From an optimization exercise on the open Yosys and OpenROAD flow, aimed at small area, a short achievable clock period and few clock cycles; shortcuts taken in it are not production practice.
RTL that was checked went through simulation tests only; none was proved equivalent to the original.

== the previous run ==
==> module acc_control, before the edit <==
module acc_control (
  input  logic            clk,
  input  logic            reset,
  input  logic            start,
  output logic            finish,
  output edge_pkg::addr_t addr,
  output logic            en,
  output logic            we,
  output logic            clear,    
  output logic            push,     
  output logic            vpush     
);
  logic       run;       
  logic [3:0] blk;       
  logic [2:0] ph;        
  logic [3:0] blk_n;     
  logic [2:0] ph_n;
  logic [5:0] addr_q;
  logic [5:0] base_n;    
  logic       last;      
  logic       rd_n, wr_n, vr, rd;
  assign last  = (blk == 4'd9) && (ph == 3'd3);
  assign ph_n  = (ph == 3'd4) ? 3'd0 : ph + 3'd1;
  assign blk_n = (ph == 3'd4) ? blk + 4'd1 : blk;
  function automatic logic blk_write(input logic [3:0] b);
    blk_write = (b == 4'd2) || (b == 4'd4) || (b == 4'd6) || (b == 4'd8) || (b == 4'd9);
  endfunction
  assign wr_n = blk_write(blk_n);
  assign rd_n = !blk_write(blk_n) && !((blk_n == 4'd7) && (ph_n == 3'd4));
  assign rd   = !blk_write(blk) && !((blk == 4'd7) && (ph == 3'd4));
  assign vr   = ((blk == 4'd7) && (ph == 3'd4)) || ((blk == 4'd8) && (ph != 3'd4));
  always_comb begin
    case (blk_n)
      4'd1:    base_n = 6'd5;
      4'd2:    base_n = 6'd24;
      4'd3:    base_n = 6'd10;
      4'd4:    base_n = 6'd29;
      4'd5:    base_n = 6'd15;
      4'd6:    base_n = 6'd34;
      4'd7:    base_n = 6'd20;
      4'd8:    base_n = 6'd39;
      4'd9:    base_n = 6'd44;
      default: base_n = 6'd0;
    endcase
  end
  assign addr  = {10'd0, addr_q};
  assign clear = !run && !finish;
  always_ff @(posedge clk or posedge reset) begin
    if (reset) begin
      run    <= 1'b0;
      en     <= 1'b0;
      finish <= 1'b0;
    end else begin
      if (!run && !finish && start) begin
        run <= 1'b1;
        en  <= 1'b1;
      end else if (run) begin
        en <= rd_n || wr_n;
        if (last) begin
          run    <= 1'b0;
          finish <= 1'b1;
          en     <= 1'b0;
        end
      end else if (finish && !start) begin
        finish <= 1'b0;
      end
    end
  end
  always_ff @(posedge clk) begin
    push  <= run && (rd || vr);
    vpush <= vr;
    we    <= wr_n;
    if (!run) begin
      blk    <= 4'd0;
      ph     <= 3'd0;
      addr_q <= 6'd0;
    end else begin
      blk    <= blk_n;
      ph     <= ph_n;
      addr_q <= (ph == 3'd4) ? base_n : addr_q + 6'd1;
    end
  end
endmodule
clock: 11.0 ns
lec_check: 0
cap_margin: 20
core_margin: 2
core_utilization: 55
cts_cluster_diameter: 80
cts_cluster_size: 24
slew_margin: 20
buffer_ports_args: -buffer_cell sky130_fd_sc_hd__buf_2
standard.sh (not shown) runs the stock make flow with config.mk's settings and CLKGATE_MAP_FILE= SYNTH_SCRIPT=/design/flow/synth_recipe.tcl, a recipe that flattens the netlist after the stock synthesis.
==> flow/flow/run.sh <==
#!/bin/bash
cp standard.sh standard_sh.copy.log
cat flow/extra.mk >> config.mk
bash standard.sh > standard.log 2>&1
==> flow/flow/extra.mk <==
export BUFFER_PORTS_ARGS = -buffer_cell sky130_fd_sc_hd__buf_2
Testbench counts of the previous run, summed over its fixed seeds: cycles 9,784.
diff inputs: the previous run => the current run
==> flow/design.v, changed modules only <==
module acc_control (
  input  logic            clk,
  input  logic            reset,
  input  logic            start,
  output logic            finish,
  output edge_pkg::addr_t addr,
  output logic            en,
  output logic            we,
  output logic            clear,    
  output logic            push,     
  output logic            vpush     
);
  logic       run;       
  logic       fin;       
  logic [3:0] blk;       
  logic [2:0] ph;        
  logic [3:0] blk_n;     
  logic [2:0] ph_n;
  logic [5:0] addr_q;    
  logic [5:0] base_n;    
  logic       last;      
  logic       go;        
  logic       rd_n, wr_n, vr, rd;
  assign last  = (blk == 4'd9) && (ph == 3'd3);
  assign go    = !run && !fin && start;
  assign ph_n  = (ph == 3'd4) ? 3'd0 : ph + 3'd1;
  assign blk_n = (ph == 3'd4) ? blk + 4'd1 : blk;
  function automatic logic blk_write(input logic [3:0] b);
    blk_write = (b == 4'd2) || (b == 4'd4) || (b == 4'd6) || (b == 4'd8) || (b == 4'd9);
  endfunction
  assign wr_n = blk_write(blk_n);
  assign rd_n = !blk_write(blk_n) && !((blk_n == 4'd7) && (ph_n == 3'd4));
  assign rd   = !blk_write(blk) && !((blk == 4'd7) && (ph == 3'd4));
  assign vr   = ((blk == 4'd7) && (ph == 3'd4)) || ((blk == 4'd8) && (ph != 3'd4));
  always_comb begin
    case (blk_n)
      4'd1:    base_n = 6'd5;
      4'd2:    base_n = 6'd24;
      4'd3:    base_n = 6'd10;
      4'd4:    base_n = 6'd29;
      4'd5:    base_n = 6'd15;
      4'd6:    base_n = 6'd34;
      4'd7:    base_n = 6'd20;
      4'd8:    base_n = 6'd39;
      4'd9:    base_n = 6'd44;
      default: base_n = 6'd0;
    endcase
  end
  assign addr  = {10'd0, addr_q};
  assign clear = !run && !fin;
  always_ff @(posedge clk or posedge reset) begin
    if (reset) begin
      run    <= 1'b0;
      fin    <= 1'b0;
      en     <= 1'b0;
      finish <= 1'b0;
    end else begin
      run    <= go || (run && !last);
      fin    <= (run && last) || (fin && start);
      finish <= (run && last) || (finish && start);
      en     <= go || (run && !last && (rd_n || wr_n));
    end
  end
  always_ff @(posedge clk) begin
    push  <= run && (rd || vr);
    vpush <= vr;
    we    <= wr_n;
    if (!run) begin
      blk    <= 4'd0;
      ph     <= 3'd0;
      addr_q <= 6'd0;
    end else begin
      blk    <= blk_n;
      ph     <= ph_n;
      addr_q <= base_n + {3'd0, ph_n};
    end
  end
endmodule
==> notes.md <==
The previous run → the current run: final wirelength fell by 940 um; detailed-placement wirelength estimate now smaller. Against the previous run as the reference, the current run delivers a higher final worst slack. Post-synthesis to final-layout area growth: the current run vs the previous run — no meaningful difference. Highest metal layer with signal wires: met4 -> the current run, met5 -> the previous run. The current run vs. the previous run: number of synthesized flops with an enable pin comparable; share of the cycle needed by the critical path after routing now smaller.
Testbench counts of the current run, summed over its fixed seeds: cycles 9,784.

---

The RTL this note starts from:
==> flow/design.v <==
package edge_pkg;
  localparam int LINE_LENGTH    = 16;                           
  localparam int LINE_COUNT     = 6;                            
  localparam int PIX_PER_WORD   = 4;                            
  localparam int WORDS_PER_LINE = LINE_LENGTH / PIX_PER_WORD;   
  typedef logic [7:0]  pixel_t;   
  typedef logic [31:0] word_t;    
  typedef logic [15:0] addr_t;    
  localparam int SRC_BASE = 0;                                  
  localparam int DST_BASE = WORDS_PER_LINE * LINE_COUNT;        
  localparam int LAST_STEP = 49;
endpackage
`timescale 1ns/1ps
module sobel_lane (
  input  logic              clk,
  input  logic [9:0]        s0,    
  input  logic [9:0]        s2,    
  input  logic signed [8:0] d0,    
  input  logic signed [8:0] d1,    
  input  logic signed [8:0] d2,    
  output edge_pkg::pixel_t  pix
);
  logic [10:0] dx;
  logic [10:0] dy;
  logic        sx, sy;         
  logic [7:0]  ax, ay;         
  logic        big;            
  logic        sx_q, sy_q, big_q;
  logic [7:0]  ax_q, ay_q;
  logic [9:0]  u;
  assign dx  = {1'b0, s2} - {1'b0, s0};
  assign dy  = {{2{d0[8]}}, d0} + {{2{d2[8]}}, d2} + {d1[8], d1, 1'b0};
  assign sx  = dx[10];
  assign sy  = dy[10];
  assign ax  = dx[7:0] ^ {8{sx}};
  assign ay  = dy[7:0] ^ {8{sy}};
  assign big = (dx[10:8] != {3{sx}}) || (dy[10:8] != {3{sy}});
  always_ff @(posedge clk) begin
    sx_q  <= sx;
    sy_q  <= sy;
    ax_q  <= ax;
    ay_q  <= ay;
    big_q <= big;
  end
  assign u   = {2'b00, ax_q} + {2'b00, ay_q} + {8'd0, sx_q & sy_q, sx_q ^ sy_q};
  assign pix = (big_q || (u[9:8] != 2'd0)) ? 8'hff : u[7:0];
endmodule
`timescale 1ns/1ps
module line_buffer (
  input  logic                 clk,
  input  logic                 clear,    
  input  logic                 push,     
  input  logic                 vpush,    
  input  edge_pkg::word_t      data_r,
  output logic                 lclamp,   
  output logic                 rclamp,   
  output logic [4:1][7:0]      top,      
  output logic [4:1][7:0]      mid,
  output logic [4:1][7:0]      bot
);
  edge_pkg::word_t q [9];
  logic [31:8]     q9;
  logic [1:0]      widx;     
  logic            row0;     
  always_ff @(posedge clk) begin
    if (clear) begin
      widx   <= 2'd0;
      row0   <= 1'b1;
      lclamp <= 1'b0;
      rclamp <= 1'b0;
    end else if (push) begin
      widx   <= widx + 2'd1;
      lclamp <= (widx == 2'd1);
      rclamp <= (widx == 2'd0);
      if (widx == 2'd3) row0 <= 1'b0;
    end
  end
  always_ff @(posedge clk) begin
    if (push) begin
      q[0] <= vpush ? q[3] : data_r;
      q[1] <= q[0];
      q[2] <= q[1];
      q[3] <= q[2];
      q[4] <= row0 ? data_r : q[3];
      q[5] <= q[4];
      q[6] <= q[5];
      q[7] <= q[6];
      q[8] <= q[7];
      q9   <= q[8][31:8];
    end
  end
  assign bot = {q[0][7:0], q[1][31:8]};
  assign mid = {q[4][7:0], q[5][31:8]};
  assign top = {q[8][7:0], q9};
endmodule
`timescale 1ns/1ps
module acc_control (
  input  logic            clk,
  input  logic            reset,
  input  logic            start,
  output logic            finish,
  output edge_pkg::addr_t addr,
  output logic            en,
  output logic            we,
  output logic            clear,    
  output logic            push,     
  output logic            vpush     
);
  logic       run;       
  logic       fin;       
  logic [3:0] blk;       
  logic [2:0] ph;        
  logic [3:0] blk_n;     
  logic [2:0] ph_n;
  logic [5:0] addr_q;    
  logic [5:0] base_n;    
  logic       last;      
  logic       go;        
  logic       rd_n, wr_n, vr, rd;
  assign last  = (blk == 4'd9) && (ph == 3'd3);
  assign go    = !run && !fin && start;
  assign ph_n  = (ph == 3'd4) ? 3'd0 : ph + 3'd1;
  assign blk_n = (ph == 3'd4) ? blk + 4'd1 : blk;
  function automatic logic blk_write(input logic [3:0] b);
    blk_write = (b == 4'd2) || (b == 4'd4) || (b == 4'd6) || (b == 4'd8) || (b == 4'd9);
  endfunction
  assign wr_n = blk_write(blk_n);
  assign rd_n = !blk_write(blk_n) && !((blk_n == 4'd7) && (ph_n == 3'd4));
  assign rd   = !blk_write(blk) && !((blk == 4'd7) && (ph == 3'd4));
  assign vr   = ((blk == 4'd7) && (ph == 3'd4)) || ((blk == 4'd8) && (ph != 3'd4));
  always_comb begin
    case (blk_n)
      4'd1:    base_n = 6'd5;
      4'd2:    base_n = 6'd24;
      4'd3:    base_n = 6'd10;
      4'd4:    base_n = 6'd29;
      4'd5:    base_n = 6'd15;
      4'd6:    base_n = 6'd34;
      4'd7:    base_n = 6'd20;
      4'd8:    base_n = 6'd39;
      4'd9:    base_n = 6'd44;
      default: base_n = 6'd0;
    endcase
  end
  assign addr  = {10'd0, addr_q};
  assign clear = !run && !fin;
  always_ff @(posedge clk or posedge reset) begin
    if (reset) begin
      run    <= 1'b0;
      fin    <= 1'b0;
      en     <= 1'b0;
      finish <= 1'b0;
    end else begin
      run    <= go || (run && !last);
      fin    <= (run && last) || (fin && start);
      finish <= (run && last) || (finish && start);
      en     <= go || (run && !last && (rd_n || wr_n));
    end
  end
  always_ff @(posedge clk) begin
    push  <= run && (rd || vr);
    vpush <= vr;
    we    <= wr_n;
    if (!run) begin
      blk    <= 4'd0;
      ph     <= 3'd0;
      addr_q <= 6'd0;
    end else begin
      blk    <= blk_n;
      ph     <= ph_n;
      addr_q <= base_n + {3'd0, ph_n};
    end
  end
endmodule
`timescale 1ns/1ps
module edge_acc (
  input  logic            clk,
  input  logic            reset,
  input  logic            start,    
  output logic            finish,   
  output edge_pkg::addr_t addr,
  output logic            en,
  output logic            we,
  output edge_pkg::word_t data_w,
  input  edge_pkg::word_t data_r
);
  logic clear, push, vpush;
  logic lclamp;                   
  logic rclamp;                   
  logic cols_q;                   
  logic [4:1][7:0] top, mid, bot;
  logic [9:0]        s_n [1:4];   
  logic signed [8:0] d_n [1:4];   
  logic [9:0]        s_q [1:4];   
  logic signed [8:0] d_q [1:4];
  logic [9:0]        s_r;         
  logic signed [8:0] d_r;         
  logic [9:0]        s_c;         
  logic signed [8:0] d_c;
  logic [9:0]        s_l;         
  logic signed [8:0] d_l;         
  edge_pkg::pixel_t  lane_pix [4];
  acc_control u_ctrl (
    .clk    (clk),
    .reset  (reset),
    .start  (start),
    .finish (finish),
    .addr   (addr),
    .en     (en),
    .we     (we),
    .clear  (clear),
    .push   (push),
    .vpush  (vpush)
  );
  line_buffer u_lbuf (
    .clk    (clk),
    .clear  (clear),
    .push   (push),
    .vpush  (vpush),
    .data_r (data_r),
    .lclamp (lclamp),
    .rclamp (rclamp),
    .top    (top),
    .mid    (mid),
    .bot    (bot)
  );
  always_comb begin
    for (int c = 1; c < 5; c++) begin
      s_n[c] = {2'b00, top[c]} + {1'b0, mid[c], 1'b0} + {2'b00, bot[c]};
      d_n[c] = {1'b0, top[c]} - {1'b0, bot[c]};
    end
  end
  always_ff @(posedge clk) begin
    for (int c = 1; c < 5; c++) begin
      s_q[c] <= s_n[c];
      d_q[c] <= d_n[c];
    end
    s_r    <= rclamp ? s_n[3] : s_n[4];
    d_r    <= rclamp ? d_n[3] : d_n[4];
    cols_q <= push;
  end
  always_ff @(posedge clk) begin
    if (cols_q) begin
      s_c <= s_q[4];
      d_c <= d_q[4];
      s_l <= lclamp ? s_q[4] : s_q[3];
      d_l <= lclamp ? d_q[4] : d_q[3];
    end
  end
  logic [9:0]        lane_s0 [4];
  logic [9:0]        lane_s2 [4];
  logic signed [8:0] lane_d0 [4];
  logic signed [8:0] lane_d1 [4];
  logic signed [8:0] lane_d2 [4];
  assign lane_s0[0] = s_l;
  assign lane_d0[0] = d_l;
  assign lane_s0[1] = s_c;
  assign lane_d0[1] = d_c;
  assign lane_d1[0] = d_c;
  for (genvar j = 2; j < 4; j++) begin : g_left
    assign lane_s0[j] = s_q[j - 1];
    assign lane_d0[j] = d_q[j - 1];
  end
  for (genvar j = 1; j < 4; j++) begin : g_centre
    assign lane_d1[j] = d_q[j];
  end
  assign lane_s2[3] = s_r;
  assign lane_d2[3] = d_r;
  for (genvar j = 0; j < 3; j++) begin : g_right
    assign lane_s2[j] = s_q[j + 1];
    assign lane_d2[j] = d_q[j + 1];
  end
  for (genvar j = 0; j < 4; j++) begin : g_lane
    sobel_lane u_lane (
      .clk (clk),
      .s0  (lane_s0[j]),
      .s2  (lane_s2[j]),
      .d0  (lane_d0[j]),
      .d1  (lane_d1[j]),
      .d2  (lane_d2[j]),
      .pix (lane_pix[j])
    );
  end
  always_ff @(posedge clk) begin
    for (int j = 0; j < 4; j++) begin
      data_w[8*j +: 8] <= lane_pix[j];   
    end
  end
endmodule
==> flow/config.mk <==
export PLATFORM = sky130hd
export DESIGN_NAME = edge_acc
export DESIGN_NICKNAME = edge_acc
export VERILOG_FILES = /design/flow/design.v
export SDC_FILE = /design/flow/constraint.sdc
export NUM_CORES = 4
export LEC_CHECK = 0
export CAP_MARGIN = 20
export CORE_MARGIN = 2
export CORE_UTILIZATION = 55
export CTS_CLUSTER_DIAMETER = 80
export CTS_CLUSTER_SIZE = 24
export SLEW_MARGIN = 20
export BUFFER_PORTS_ARGS = -buffer_cell sky130_fd_sc_hd__buf_2
==> flow/constraint.sdc <==
create_clock -name core_clock -period 11.0 [get_ports {clk}]
set_input_delay 2.2000 -clock core_clock [delete_from_list [all_inputs] [get_ports {clk}]]
set_output_delay 2.2000 -clock core_clock [all_outputs]
set_load 0.01 [all_outputs]
Scripts as last shown in full above: flow/flow/run.sh, flow/flow/extra.mk
The first run completed without violations.
Then changed:
--- a/flow/design.v
+++ b/flow/design.v
@@ -26,9 +26,10 @@
   logic [7:0]  ax, ay;         
   logic        big;            
   logic        sx_q, sy_q, big_q;
   logic [7:0]  ax_q, ay_q;
-  logic [9:0]  u;
+  logic [8:0]  t;
+  logic [8:0]  u;
   assign dx  = {1'b0, s2} - {1'b0, s0};
   assign dy  = {{2{d0[8]}}, d0} + {{2{d2[8]}}, d2} + {d1[8], d1, 1'b0};
   assign sx  = dx[10];
   assign sy  = dy[10];
@@ -41,10 +42,11 @@
     ax_q  <= ax;
     ay_q  <= ay;
     big_q <= big;
   end
-  assign u   = {2'b00, ax_q} + {2'b00, ay_q} + {8'd0, sx_q & sy_q, sx_q ^ sy_q};
-  assign pix = (big_q || (u[9:8] != 2'd0)) ? 8'hff : u[7:0];
+  assign t   = {1'b0, ax_q} + {1'b0, ay_q} + {8'd0, sx_q};
+  assign u   = {1'b0, t[7:0]} + {8'd0, sy_q};
+  assign pix = (big_q || t[8] || u[8]) ? 8'hff : u[7:0];
 endmodule
 `timescale 1ns/1ps
 module line_buffer (
   input  logic                 clk,
@@ -106,9 +108,9 @@
   output logic            push,     
   output logic            vpush     
 );
   logic       run;       
-  logic       fin;       
+  logic       busy;      
   logic [3:0] blk;       
   logic [2:0] ph;        
   logic [3:0] blk_n;     
   logic [2:0] ph_n;
@@ -117,9 +119,9 @@
   logic       last;      
   logic       go;        
   logic       rd_n, wr_n, vr, rd;
   assign last  = (blk == 4'd9) && (ph == 3'd3);
-  assign go    = !run && !fin && start;
+  assign go    = !busy && start;
   assign ph_n  = (ph == 3'd4) ? 3'd0 : ph + 3'd1;
   assign blk_n = (ph == 3'd4) ? blk + 4'd1 : blk;
   function automatic logic blk_write(input logic [3:0] b);
     blk_write = (b == 4'd2) || (b == 4'd4) || (b == 4'd6) || (b == 4'd8) || (b == 4'd9);
@@ -142,19 +144,19 @@
       default: base_n = 6'd0;
     endcase
   end
   assign addr  = {10'd0, addr_q};
-  assign clear = !run && !fin;
+  assign clear = !busy;
   always_ff @(posedge clk or posedge reset) begin
     if (reset) begin
       run    <= 1'b0;
-      fin    <= 1'b0;
+      busy   <= 1'b0;
       en     <= 1'b0;
       finish <= 1'b0;
     end else begin
       run    <= go || (run && !last);
-      fin    <= (run && last) || (fin && start);
-      finish <= (run && last) || (finish && start);
+      busy   <= start || run;
+      finish <= (run && last) || (busy && !run && start);
       en     <= go || (run && !last && (rd_n || wr_n));
     end
   end
   always_ff @(posedge clk) begin
The new run produced a clean layout.
Count of clock-buffer cells in the layout went down by 6.
Cell area decreases by 0.89%.
Die area goes down by 0.32%.
Clock skew is about the same.
Setup slack loses 0.089 ns.
Core utilization climbs by 0.20 points.
Cell count went down by 1.2%.
Synthesized area drops by 0.33%.
Via count falls by 2.2%.
Function was not checked in any run of this note: the RTL went through the layout flow alone.

## what the ideal ports hide
No port has a modelled driver above. Below, the same layouts with a new extraction and two added sets of constraints. Step 1 assumes that a clkbuf_16 drives the clock port and a buf_2 every other input. Step 2 adds t to the input delays and takes it off the output delays; t is the mean of the earliest and latest rising clock arrival at the registers after step 1. Input paths then give back, and output paths get back, about the clock's delay inside the block. Three values: no drivers, after step 1, after step 2; two values: the first two.
| run | shift t [ns] | slack for setup (ns) | worst setup path at the end | slew at the worst register clock pin (ns) | worst data-port slew with drivers (ns) |
|---|---|---|---|---|---|
| the previous run | 0.625 | 7.666 / 7.606 / 7.821 | register to register | 0.10 / 0.10 | 0.05 |
| the current run | 0.627 | 7.702 / 7.641 / 7.781 | register to register | 0.10 / 0.10 | 0.04 |
| the first run of note 2 | 0.629 | 7.595 / 7.595 / 7.595 | register to register | 0.09 / 0.09 | 0.06 |
| the second run of note 2 | 0.623 | 7.505 / 7.505 / 7.505 | register to register | 0.10 / 0.10 | 0.04 |
After both steps setup and hold are still met in every run listed.
